From an optimization exercise on the open Yosys and OpenROAD flow, aimed at a short achievable clock period and few clock cycles; shortcuts taken in it are not production practice. Only simulation tests tie the RTL to the original design; equivalence was not proved. Power is estimated from default activity; no workload was simulated.

== the previous run ==
==> flow/design.v (excerpt) <==
module shared_icache
(
   input  wire                    clk,
   input  wire                    reset_i,
   input  icache_pkg::core_vec_t              fetch_req_i,
   input  icache_pkg::addr_t [icache_pkg::NB_CORES-1:0]   fetch_addr_i,
   output icache_pkg::core_vec_t              fetch_gnt_o,
   output icache_pkg::core_vec_t              fetch_rvalid_o,
   output icache_pkg::line_t                  fetch_rdata_o,
   input  wire                    pf_req_i,
   input  icache_pkg::addr_t                  pf_addr_i,
   output logic                   pf_gnt_o,
   output logic                   pf_done_o,
   input  wire                    flush_i,
   output logic                   flush_ack_o,
   output logic                   ar_valid_o,
   output icache_pkg::addr_t                  ar_addr_o,
   input  wire                    ar_ready_i,
   input  wire                    r_valid_i,
   input  icache_pkg::beat_t                  r_data_i,
   input  wire                    r_last_i
);
export LEC_CHECK = 0
export ABC_CLOCK_PERIOD_IN_PS = 3300
export CAP_MARGIN = 20
export CORE_MARGIN = 2
export CORE_UTILIZATION = 45
export SETUP_SLACK_MARGIN = 3.5
export SLEW_MARGIN = 20
export TNS_END_PERCENT = 5
create_clock -name core_clock -period 7.0 [get_ports {clk}]
standard.sh (not shown) runs the stock make flow with config.mk's settings and CLKGATE_MAP_FILE= SYNTH_SCRIPT=/design/flow/synth_recipe.tcl, a recipe that flattens the netlist after the stock synthesis.
==> flow/flow/run.sh <==
#!/bin/bash
# The standard layout (standard.sh), with two changes to how it is made:
# - the port buffers are buf_4 cells instead of the slow delay buffers
#   buffer_ports picks by default (every port still gets its own buffer);
# - gate sizing may swap a cell for one of another footprint
#   (MATCH_CELL_FOOTPRINT=0, the ORFS default), so repair_timing can also
#   resize those port buffers.
# make's full output goes to flow_standard.log here; ORFS's per-step logs stay
# under orfs/logs.
set -euo pipefail
cd "$(dirname "$0")/.."
bash standard.sh MATCH_CELL_FOOTPRINT=0 "BUFFER_PORTS_ARGS=-buffer_cell sky130_fd_sc_hd__buf_4" finish > flow_standard.log 2>&1
Testbench counts of the previous run, summed over its fixed seeds: cycles 10,472.
Here is what was changed in the inputs of the current run compared with the previous run.
diff --git a/flow/design.v b/flow/design.v
--- a/flow/design.v
+++ b/flow/design.v
@@ -184,24 +184,29 @@
    logic [QI-1:0]        ret_i;
    laddr_t            f_addr;
    logic [NC:0]       f_oh;
    logic              f_stale;
    logic [LW-1:0]     f_line;
    assign in_flight = wr_ptr_q - ret_ptr_q;
    logic [QN-1:0]     match;           
    logic              joined;
    logic [QN-1:0]     live_q;          
+   logic [QN-1:0]     mq_q;            
+   always_ff @(posedge clk) begin
+      for (int e = 0; e < QN; e++)
+         mq_q[e] <= (lk_v_q && wr_ptr_q[QI-1:0] == QI'(e)) ? (lk_addr_q == lk_addr_d)
+                                                             : (q_addr[e] == lk_addr_d);
+   end
    logic [QN-1:0]     accd_q;          
    logic [QN-1:0]     nojoin_q;        
    always_comb begin
       for (int e = 0; e < QN; e++)
-         match[e] = MERGE && live_q[e] && !q_stale[e] && !nojoin_q[e]
-                    && (q_addr[e] == lk_addr_q);
+         match[e] = MERGE && live_q[e] && !q_stale[e] && !nojoin_q[e] && mq_q[e];
    end
    assign joined    = |match;
    assign push      = lk_v_q & ~lk_hit & ~joined & (~lk_oh_q[NC] | (in_flight < QP_W'(PF_MAX)));
    assign acc       = ar_v_q & ar_ready_i;
    assign fill      = r_valid_i & r_last_i;
    assign wr_ptr_d  = push ? QP_W'(wr_ptr_q + 1'b1) : wr_ptr_q;
    assign ar_ptr_d  = ar_ptr_q + QP_W'(acc);
    assign ret_ptr_d = ret_ptr_q + QP_W'(fill);
    assign ret_i     = ret_ptr_q[QI-1:0];
Notes after the runs:
- The current run vs. the previous run: sequential share of cell area went down by 0.75 points.
- Portion of the clock cycle consumed by the worst path in the final layout was higher in the previous run than in the current run.
- Summary of the current run over the previous run: number of antenna violations at the first check in global routing shows an increase of 20, worst setup slack after layout shows an increase of 0.037 ns, biggest cell delay along the critical path shows a reduction of 0.47 ns, fraction of the mapped netlist area in adder cells shows no meaningful change.
- First-iteration DRC count in the current run is 3400 higher than in the previous run
- For share of synthesized area spent on multiplexers, the previous run and the current run come out practically identical.
- Looking at launch point of the worst path, the fetch_req_i[3] result is from the current run; the lk_dsel_q[6] one comes from the previous run.
- Taking the previous run as the reference, in the current run wire length reported by the detailed router higher; count of non-CTS inverters in the layout now sits higher.
- Taking the previous run as the reference point, the share of total power in combinational logic of the current run rises by 2.1 points.
Testbench counts of the current run, summed over its fixed seeds: cycles 10,472.

==> static timing again, ports no longer ideal <==
The flow's constraints put no driver on any port. The routed layouts listed below were extracted and timed again, unchanged, in two steps.
Step 1, drivers: a clkbuf_16 drives clk and a buf_2 each remaining input, both assumed.
Step 2 adds t to the input delays and takes it off the output delays; t is the mean of the earliest and latest rising clock arrival at the registers after step 1. Input paths then give back, and output paths get back, about the clock's delay inside the block.
Three values: ideal, step 1, step 2; two values: the first two.
| run | t, ns | slack for setup (ns) | cell pins on the clock port's net |
|---|---|---|---|
| the previous run | 1.271 | 3.160 / 3.160 / 2.209 | 1 |
| the current run | 1.257 | 3.197 / 3.210 / 1.963 | 1 |
After both steps setup and hold are still met in every run listed. The setup slack of the current run, which loses most, moves by +0.013 ns with the drivers and by -1.234 ns with both steps.
